What follows belongs to an exercise in optimizing a design on an open flow for small area and a short achievable clock period; a production flow would make more cautious choices. Where RTL was checked, it was by simulation tests only, not by an equivalence proof against the original. Power and IR drop assume default switching activity. The clock port is modelled as an ideal driver; clocking choices that lean on that would not hold on a real chip.

== run 1 ==
==> flow/design.v <==
package l0_buffer_pkg;
   typedef logic [32-1:0]    port_word_t;    
   typedef logic [5-1:0]   buf_count_t;    
   typedef logic [2-1:0] port_vec_t;     
   typedef enum logic [1:0] {
      RST_IDLE  = 2'd0,
      RST_HOLD  = 2'd1,
      RST_PULSE = 2'd2,
      RST_DONE  = 2'd3
   } rst_state_e;
   typedef enum logic [1:0] {EV_NONE = 2'd0, EV_SOB = 2'd1, EV_EOB = 2'd2} burst_event_e;
endpackage
`timescale 1ns/1ps
module reset_sequencer (
   input  logic clk_pll_200,
   input  logic reset,
   output logic soft_reset,
   output logic ready
);
   localparam int CNT_W = $clog2(32 + 16 + 1);
   logic [CNT_W-1:0] cnt;    
   always_ff @(posedge clk_pll_200) begin
      if (reset) begin
         cnt        <= '0;
         soft_reset <= 1'b0;
         ready      <= 1'b0;
      end else begin
         if (!ready) begin
            cnt <= cnt + CNT_W'(1);
         end
         soft_reset <= (cnt >= CNT_W'(32)) &&
                       (cnt <  CNT_W'(32 + 16));
         ready      <= ready | (cnt == CNT_W'(32 + 16));
      end
   end
endmodule
`timescale 1ns/1ps
module burst_dispatcher (
   input  logic clk_pll_200,
   input  logic reset,
   input  logic soft_reset,
   input  logic flush,
   input  logic burst,
   output logic ecrst,
   output logic bcrst
);
   logic burst_q;    
   logic clear;
   assign clear = reset | soft_reset | flush;
   always_ff @(posedge clk_pll_200) begin
      if (clear) begin
         burst_q <= 1'b0;
         ecrst   <= 1'b0;
         bcrst   <= 1'b0;
      end else begin
         burst_q <= burst;
         ecrst   <= burst ^ burst_q;
         bcrst   <= burst & ~burst_q;
      end
   end
endmodule
`timescale 1ns/1ps
module primitive_buffer (
   input  logic                      clk_pll_200,
   input  logic                      reset,
   input  logic                      soft_reset,
   input  logic                      flush,
   input  logic                      burst,
   input  logic                      wr_en,
   input  l0_buffer_pkg::port_word_t wr_data,
   input  logic                      rd_en,
   output l0_buffer_pkg::port_word_t rd_data,
   output logic                      empty,
   output logic                      full,
   output logic                      refill_req
);
   localparam int DEPTH = 16;
   localparam int MEM_D = DEPTH - 1;    
   localparam int PTR_W = $clog2(MEM_D);
   localparam int CNT_W = 5;
   l0_buffer_pkg::port_word_t  mem [MEM_D];
   l0_buffer_pkg::port_word_t  head;
   l0_buffer_pkg::port_word_t  mem_q;
   logic [PTR_W-1:0]           wr_ptr;
   logic [MEM_D-1:0]           rd_sel;    
   logic [CNT_W-1:0]           count;     
   logic [CNT_W-1:0]           count_nx;
   logic                       ge2;       
   logic                       lt4;       
   logic                       clear;
   logic                       wr_ok;
   logic                       rd_ok;
   logic                       inc;
   logic                       dec;
   logic                       mem_wr;
   logic                       mem_rd;
   logic                       head_ld;
   logic                       head_wr;
   logic                       head_mem;
   assign clear  = reset | soft_reset | flush;
   assign wr_ok  = wr_en & ~full;     
   assign rd_ok  = rd_en & ~empty;    
   assign mem_wr = wr_ok & ~empty & (ge2 | ~rd_en);
   assign mem_rd = rd_en & ge2;
   assign inc = wr_ok & ~rd_ok;
   assign dec = rd_ok & ~wr_ok;
   always_comb begin
      count_nx = count;
      if (inc) count_nx = count + CNT_W'(1);
      if (dec) count_nx = count - CNT_W'(1);
   end
   for (genvar i = 0; i < MEM_D; i++) begin : g_mem
      always_ff @(posedge clk_pll_200) begin
         if (wr_en & ~full & (wr_ptr == PTR_W'(i))) begin
            mem[i] <= wr_data;
         end
      end
   end
   always_comb begin
      mem_q = '0;
      for (int i = 0; i < MEM_D; i++) begin
         mem_q = mem_q | (mem[i] & {32{rd_sel[i]}});
      end
   end
   assign head_ld  = rd_en | empty;
   assign head_wr  = head_ld & ~ge2;
   assign head_mem = head_ld & ge2;
   always_ff @(posedge clk_pll_200) begin
      head <= ({32{head_wr}}  & wr_data)
            | ({32{head_mem}} & mem_q)
            | ({32{~head_ld}} & head);
   end
   always_ff @(posedge clk_pll_200) begin
      if (clear) begin
         wr_ptr     <= '0;
         rd_sel     <= MEM_D'(1);
         count      <= '0;
         empty      <= 1'b1;
         full       <= 1'b0;
         ge2        <= 1'b0;
         lt4        <= 1'b1;
         refill_req <= 1'b0;
      end else begin
         if (mem_wr) begin
            wr_ptr <= (wr_ptr == PTR_W'(MEM_D - 1)) ? '0 : wr_ptr + PTR_W'(1);
         end
         if (mem_rd) begin
            rd_sel <= {rd_sel[MEM_D-2:0], rd_sel[MEM_D-1]};
         end
         count      <= count_nx;
         empty      <= inc ? 1'b0 : dec ? (count == CNT_W'(1)) : empty;
         full       <= inc ? (count == CNT_W'(DEPTH - 1)) : dec ? 1'b0 : full;
         ge2        <= inc ? ~empty : dec ? (count >= CNT_W'(3)) : ge2;
         lt4        <= inc ? (count < CNT_W'(4 - 1)) :
                       dec ? (count < CNT_W'(4 + 1)) : lt4;
         refill_req <= burst & lt4;
      end
   end
   assign rd_data = head;
endmodule
`timescale 1ns/1ps
module l0_buffer_top (
   input  logic                                 clk_pll_200,
   input  logic                                 reset,
   input  logic                                 burst,
   input  logic                                 flush,
   input  logic [2-1:0]             wr_en,
   input  logic [2*32-1:0]  wr_data,
   input  logic [2-1:0]             rd_en,
   output logic [2*32-1:0]  rd_data,
   output logic [2-1:0]             empty,
   output logic [2-1:0]             full,
   output logic [2-1:0]             refill_req,
   output logic                                 ecrst,
   output logic                                 bcrst,
   output logic                                 ready
);
   logic soft_reset;    
   reset_sequencer u_reset_sequencer (
      .clk_pll_200 (clk_pll_200),
      .reset       (reset),
      .soft_reset  (soft_reset),
      .ready       (ready)
   );
   burst_dispatcher u_burst_dispatcher (
      .clk_pll_200 (clk_pll_200),
      .reset       (reset),
      .soft_reset  (soft_reset),
      .flush       (flush),
      .burst       (burst),
      .ecrst       (ecrst),
      .bcrst       (bcrst)
   );
   for (genvar p = 0; p < 2; p++) begin : g_port
      primitive_buffer u_buffer (
         .clk_pll_200 (clk_pll_200),
         .reset       (reset),
         .soft_reset  (soft_reset),
         .flush       (flush),
         .burst       (burst),         
         .wr_en       (wr_en[p]),
         .wr_data     (wr_data[32*p +: 32]),
         .rd_en       (rd_en[p]),
         .rd_data     (rd_data[32*p +: 32]),
         .empty       (empty[p]),
         .full        (full[p]),
         .refill_req  (refill_req[p])
      );
   end
endmodule
clock: 3.8 ns
lec_check: 0
cap_margin: 20
core_margin: 2
core_utilization: 65
gpl_routability_driven: 0
place_density: 0.68
setup_slack_margin: 1.9
slew_margin: 20
tns_end_percent: 100
standard.sh (not shown) runs the stock make flow with config.mk's settings and CLKGATE_MAP_FILE= SYNTH_SCRIPT=/design/flow/synth_recipe.tcl, a recipe that flattens the netlist after the stock synthesis.
==> flow/flow/run.sh <==
#!/bin/bash
# Standard synthesis, then the standard layout with plain buffers on the
# ports, without the delay-cell buffers in placement and timing repair, and
# a clock tree without dummy loads.
set -euo pipefail
bash standard.sh synth > synth.log 2>&1
export BUFFER_PORTS_ARGS="-buffer_cell sky130_fd_sc_hd__buf_1"
export DONT_USE_CELLS="sky130_fd_sc_hd__clkdlybuf4s15_1 sky130_fd_sc_hd__clkdlybuf4s15_2 sky130_fd_sc_hd__clkdlybuf4s18_1 sky130_fd_sc_hd__clkdlybuf4s18_2 sky130_fd_sc_hd__clkdlybuf4s25_1 sky130_fd_sc_hd__clkdlybuf4s25_2 sky130_fd_sc_hd__clkdlybuf4s50_1 sky130_fd_sc_hd__clkdlybuf4s50_2"
export CTS_ARGS="-sink_clustering_enable -repair_clock_nets -dont_use_dummy_load -sink_clustering_size 30 -sink_clustering_max_diameter 80"
bash standard.sh > layout.log 2>&1
Run 1 went all the way through synthesis, placement and routing and the layout is clean on timing, DRC and antenna.
### run 1 -> run 2
--- a/flow/config.mk
+++ b/flow/config.mk
@@ -10,4 +10,2 @@
 export CORE_UTILIZATION = 65
-export GPL_ROUTABILITY_DRIVEN = 0
-export PLACE_DENSITY = 0.68
 export SETUP_SLACK_MARGIN = 1.9
[summary]
Path length in cells of the critical path, run 1 and run 2: lower on run 1
Run 2 vs run 1 on post-route minimum period: run 2 is the higher one.
[run 2] worst setup slack after layout fell 0.018 ns relative to run 1
Taking run 1 as the reference, in run 2 clock latency on the worst-skew pair increased by 0.02 ns relative to the old numbers, flip-flop and latch count neither gained nor lost much.
Instance area at placement essentially unchanged between run 2 and run 1.
Run comparison: run 1 slowest cell on the critical path dfxtp_4; run 2 slowest cell on the critical path or3_4
#### Input delta (run 3 over run 2)
==> flow/flow/run.sh <==
#!/bin/bash
# Standard synthesis, then the standard layout with plain buffers on the
# ports, without the delay-cell buffers in placement and timing repair, and
# a clock tree without dummy loads.
set -euo pipefail
bash standard.sh synth > synth.log 2>&1
export BUFFER_PORTS_ARGS="-buffer_cell sky130_fd_sc_hd__buf_2"
export DONT_USE_CELLS="sky130_fd_sc_hd__clkdlybuf4s15_1 sky130_fd_sc_hd__clkdlybuf4s15_2 sky130_fd_sc_hd__clkdlybuf4s18_1 sky130_fd_sc_hd__clkdlybuf4s18_2 sky130_fd_sc_hd__clkdlybuf4s25_1 sky130_fd_sc_hd__clkdlybuf4s25_2 sky130_fd_sc_hd__clkdlybuf4s50_1 sky130_fd_sc_hd__clkdlybuf4s50_2"
export CTS_ARGS="-sink_clustering_enable -repair_clock_nets -dont_use_dummy_load -sink_clustering_size 25 -sink_clustering_max_diameter 70"
bash standard.sh > layout.log 2>&1
--- a/flow/config.mk
+++ b/flow/config.mk
@@ -9,3 +9,3 @@
 export CORE_MARGIN = 2
-export CORE_UTILIZATION = 65
+export CORE_UTILIZATION = 72
 export SETUP_SLACK_MARGIN = 1.9
### Flow results
In the metrics for run 2 and run 3, the one carrying the higher global-route met2 utilization is run 3. Run 3 has die area below what run 2 had. Run 3 ended up with dfxtp_4 as its slowest stage cell on the critical path; run 2 ended up with or3_4. Run 3 vs run 2, chip height went down by 12 um. Wire length of the first global-routing pass: lower on run 2. Delta (run 3 minus run 2): final standard cell count with taps included and fillers excluded saw a decrease; post-route worst hold slack shows a reduction of 0.0087 ns. Worst setup path category: register to output pin -> run 3, register to register -> run 2.

========
RTL: the design.v shown in full above, as it stands there.
Settings: LEC_CHECK=0, CAP_MARGIN=20, CORE_MARGIN=2, CORE_UTILIZATION=65, PLACE_DENSITY=0.75, SETUP_SLACK_MARGIN=1.9, SLEW_MARGIN=20, TNS_END_PERCENT=100; clock period 3.8 ns.
==> flow/flow/run.sh <==
#!/bin/bash
# Standard synthesis, then the standard layout with plain buffers on the
# ports, without the delay-cell buffers in placement and timing repair, and
# a clock tree without dummy loads.
set -euo pipefail
bash standard.sh synth > synth.log 2>&1
export BUFFER_PORTS_ARGS="-buffer_cell sky130_fd_sc_hd__buf_1"
export DONT_USE_CELLS="sky130_fd_sc_hd__clkdlybuf4s15_1 sky130_fd_sc_hd__clkdlybuf4s15_2 sky130_fd_sc_hd__clkdlybuf4s18_1 sky130_fd_sc_hd__clkdlybuf4s18_2 sky130_fd_sc_hd__clkdlybuf4s25_1 sky130_fd_sc_hd__clkdlybuf4s25_2 sky130_fd_sc_hd__clkdlybuf4s50_1 sky130_fd_sc_hd__clkdlybuf4s50_2"
export CTS_ARGS="-sink_clustering_enable -repair_clock_nets -dont_use_dummy_load -sink_clustering_size 30 -sink_clustering_max_diameter 80"
bash standard.sh > layout.log 2>&1
Edit:
==> flow/flow/run.sh (replaced) <==
#!/bin/bash
# Standard synthesis, then the standard layout with plain buffers on the
# ports, without the delay-cell buffers in placement and timing repair, and
# a clock tree without dummy loads.
set -euo pipefail
bash standard.sh synth > synth.log 2>&1
export BUFFER_PORTS_ARGS="-buffer_cell sky130_fd_sc_hd__buf_2"
export DONT_USE_CELLS="sky130_fd_sc_hd__clkdlybuf4s15_1 sky130_fd_sc_hd__clkdlybuf4s15_2 sky130_fd_sc_hd__clkdlybuf4s18_1 sky130_fd_sc_hd__clkdlybuf4s18_2 sky130_fd_sc_hd__clkdlybuf4s25_1 sky130_fd_sc_hd__clkdlybuf4s25_2 sky130_fd_sc_hd__clkdlybuf4s50_1 sky130_fd_sc_hd__clkdlybuf4s50_2"
export CTS_ARGS="-sink_clustering_enable -repair_clock_nets -dont_use_dummy_load"
bash standard.sh > layout.log 2>&1
Settings changed: PLACE_DENSITY 0.75 to unset.
Outcome: The changed run finished with timing, DRC and antenna clean. Combinational power increases by about 0.9%. Design area grows by 3.1%. Setup slack degrades by 0.010 ns. First-iteration DRC count falls by 29%. Die area stays the same. Power goes up by 17%. Via count is about the same. Wire length goes up by 1.1%. Core utilization rises by 2.2 points. Cell count rises by 1.3%.
Edit:
--- a/flow/flow/run.sh
+++ b/flow/flow/run.sh
@@ -8,3 +8,3 @@
 export DONT_USE_CELLS="sky130_fd_sc_hd__clkdlybuf4s15_1 sky130_fd_sc_hd__clkdlybuf4s15_2 sky130_fd_sc_hd__clkdlybuf4s18_1 sky130_fd_sc_hd__clkdlybuf4s18_2 sky130_fd_sc_hd__clkdlybuf4s25_1 sky130_fd_sc_hd__clkdlybuf4s25_2 sky130_fd_sc_hd__clkdlybuf4s50_1 sky130_fd_sc_hd__clkdlybuf4s50_2"
-export CTS_ARGS="-sink_clustering_enable -repair_clock_nets -dont_use_dummy_load"
+export CTS_ARGS="-sink_clustering_enable -repair_clock_nets -dont_use_dummy_load -sink_clustering_size 25 -sink_clustering_max_diameter 70"
 bash standard.sh > layout.log 2>&1
Settings changed: CAP_MARGIN 20 to 10, SLEW_MARGIN 20 to 10.
After rerunning: Die area does not change. Design area falls by 2.7%. Worst hold slack degrades by 0.0036 ns. Area after synthesis stays the same. Total power goes down by 12%. Global-route usage came out lower by 0.51 points.
Edit:
Settings changed: CAP_MARGIN 10 to 20, SETUP_SLACK_MARGIN 1.9 to 2.0, SLEW_MARGIN 10 to 20.
Effect: The new run went through all stages and came out clean; maximum frequency barely changes; via count increases by 0.93%; sequential share of layout area is lower by 1.5 points; clock-buffer cell count does not change.
Edit:
Settings changed: SETUP_SLACK_MARGIN 2.0 to 1.9.
Result: The changed run completed without violations. Worst setup slack is about the same. Via count fell slightly. Die area is unchanged. Power drops slightly. Flip-flop and latch count stays the same. First-iteration DRC count went down by a few percent.

========
l0_buffer_top, a different RTL version from the one above (not shown whole).
For scale: roughly 2400 cells after synthesis, roughly 40000 um2 of cells after synthesis.
Settings: LEC_CHECK=0, CAP_MARGIN=20, CORE_MARGIN=2, CORE_UTILIZATION=65, SETUP_SLACK_MARGIN=1.85, SLEW_MARGIN=20, TNS_END_PERCENT=100; clock period 3.8 ns.
==> flow/flow/run.sh <==
#!/bin/bash
# Standard synthesis, then the standard layout with plain buffers on the
# ports, without the delay-cell buffers in placement and timing repair, and
# a clock tree without dummy loads.
set -euo pipefail
bash standard.sh synth > synth.log 2>&1
export BUFFER_PORTS_ARGS="-buffer_cell sky130_fd_sc_hd__buf_2"
export DONT_USE_CELLS="sky130_fd_sc_hd__clkdlybuf4s15_1 sky130_fd_sc_hd__clkdlybuf4s15_2 sky130_fd_sc_hd__clkdlybuf4s18_1 sky130_fd_sc_hd__clkdlybuf4s18_2 sky130_fd_sc_hd__clkdlybuf4s25_1 sky130_fd_sc_hd__clkdlybuf4s25_2 sky130_fd_sc_hd__clkdlybuf4s50_1 sky130_fd_sc_hd__clkdlybuf4s50_2"
export CTS_ARGS="-sink_clustering_enable -repair_clock_nets -dont_use_dummy_load -sink_clustering_size 25 -sink_clustering_max_diameter 70"
bash standard.sh > layout.log 2>&1
The starting point produced a clean layout.
Change:
SETUP_SLACK_MARGIN = 1.9   (was 1.85)
What happened: The changed run ran to the end with no violations; via count rose by 0.66%; synthesized cell count stays the same; die area stays the same; combinational power rose by 6.0%; utilization rose by 0.47 points; design area rose by 0.66%; clock power is about the same; total power barely changes; first-iteration DRC count rose by 8.2%; fmax rose by 0.37%.
Function was not checked in any run of this note: the RTL went through the layout flow alone.

========
## job 101
Another version of the RTL of l0_buffer_top (not shown whole).
Size in the first run: ~1,100 flip-flops, roughly 150 I/O pins, ~0.041 mm2 of cells after synthesis.
export LEC_CHECK = 0
export CAP_MARGIN = 20
export CORE_MARGIN = 2
export CORE_UTILIZATION = 40
export SETUP_SLACK_MARGIN = 1.8
export SLEW_MARGIN = 20
export TNS_END_PERCENT = 100
create_clock -name core_clock -period 3.8 [get_ports {clk_pll_200}]
==> flow/flow/run.sh <==
#!/bin/bash
# Standard layout, with the port buffers made from plain buffers.
set -euo pipefail
export BUFFER_PORTS_ARGS="-buffer_cell sky130_fd_sc_hd__buf_2"
bash standard.sh > standard.log 2>&1
Job 101 reached the final stage; the timing, DRC and antenna checks on its layout passed.
Relative to job 101, the following input files were edited for job 102:
==> flow/run.sh (new file) <==
#!/bin/bash
# synth_recipe.tcl (not shown) runs the flow's synth.tcl, then flattens the netlist and writes it again
# the make line also repeats each setting of config.mk as NAME=value (left out here)
make -C /OpenROAD-flow-scripts/flow DESIGN_CONFIG=/design/flow/config.mk WORK_HOME=/design/flow/orfs CLKGATE_MAP_FILE= SYNTH_SCRIPT=/design/flow/synth_recipe.tcl finish
removed: flow/flow/run.sh
removed: flow/standard.sh
Notes after the runs:
Worst setup path endpoint = ready: job 102; worst setup path endpoint = rd_data[34]: job 101
Looking at final instance area, job 102 sits about 0.7% above job 101.
On wire length of the first global-routing pass: job 102 sits below job 101.
sky130_fd_sc_hd__dfxtp_2 as the library cell contributing the largest single delay on the critical path was reported by job 102, and sky130_fd_sc_hd__edfxtp_1 by job 101.
Summary of the comparison: clock period minus worst slack is lower in job 102, relative to job 101.
In job 102 the fraction of power consumed by combinational cells turned out 0.3 points higher than in job 101.
Slew at the pin closest to its max-slew limit: job 102 vs job 101 down 0.13 ns
Total length of routed met2 wires: job 102 vs job 101 — no meaningful difference
Number of global-route vias before repair (job 102 vs. job 101) decreases slightly
Final total power: job 102 vs job 101 — no meaningful difference
Routed length on met3 (higher): job 101
Function was not checked in any run of this note: the RTL went through the layout flow alone.

-- static timing again, ports no longer ideal --
No port has a modelled driver above. Below, the same layouts with a new extraction and two added sets of constraints.
Step 1 (the two cells are an assumption about what drives the block):
set clk [get_ports {clk_pll_200}]
set_driving_cell -lib_cell sky130_fd_sc_hd__clkbuf_16 $clk
set_driving_cell -lib_cell sky130_fd_sc_hd__buf_2 [delete_from_list [all_inputs] $clk]
Step 2 also shifts input and output timing later by t, the mid clock arrival at the registers, as if the neighbouring blocks saw the same clock.
Slacks: no drivers / after step 1 / after step 2; pairs: no drivers / after step 1.
run	t (ns)	slack for setup (ns)	worst slew at a driven data input, ns
run 1	0.674	1.924 / 1.858 / 1.416	0.09
run 2	0.683	1.906 / 1.845 / 1.423	0.12
run 3	0.690	1.891 / 1.827 / 1.437	0.11
the first run of note 2	0.668	1.906 / 1.845 / 1.377	0.12
the second run of note 2	0.698	1.896 / 1.828 / 1.430	0.11
the third run of note 2	0.687	1.888 / 1.820 / 1.450	0.12
the fourth run of note 2	0.686	1.889 / 1.823 / 1.532	0.11
the fifth run of note 2	0.687	1.888 / 1.820 / 1.450	0.12
the first run of note 3	0.689	1.889 / 1.822 / 1.367	0.09
the second run of note 3	0.689	1.896 / 1.829 / 1.439	0.09
job 101	0.756	1.683 / 1.619 / 1.285	0.15
job 102	0.763	1.743 / 1.675 / 1.159	0.14
After both steps every run listed still meets setup and hold. The setup slack of job 102, which loses most, moves by -0.068 ns with the drivers and by -0.584 ns with both steps.
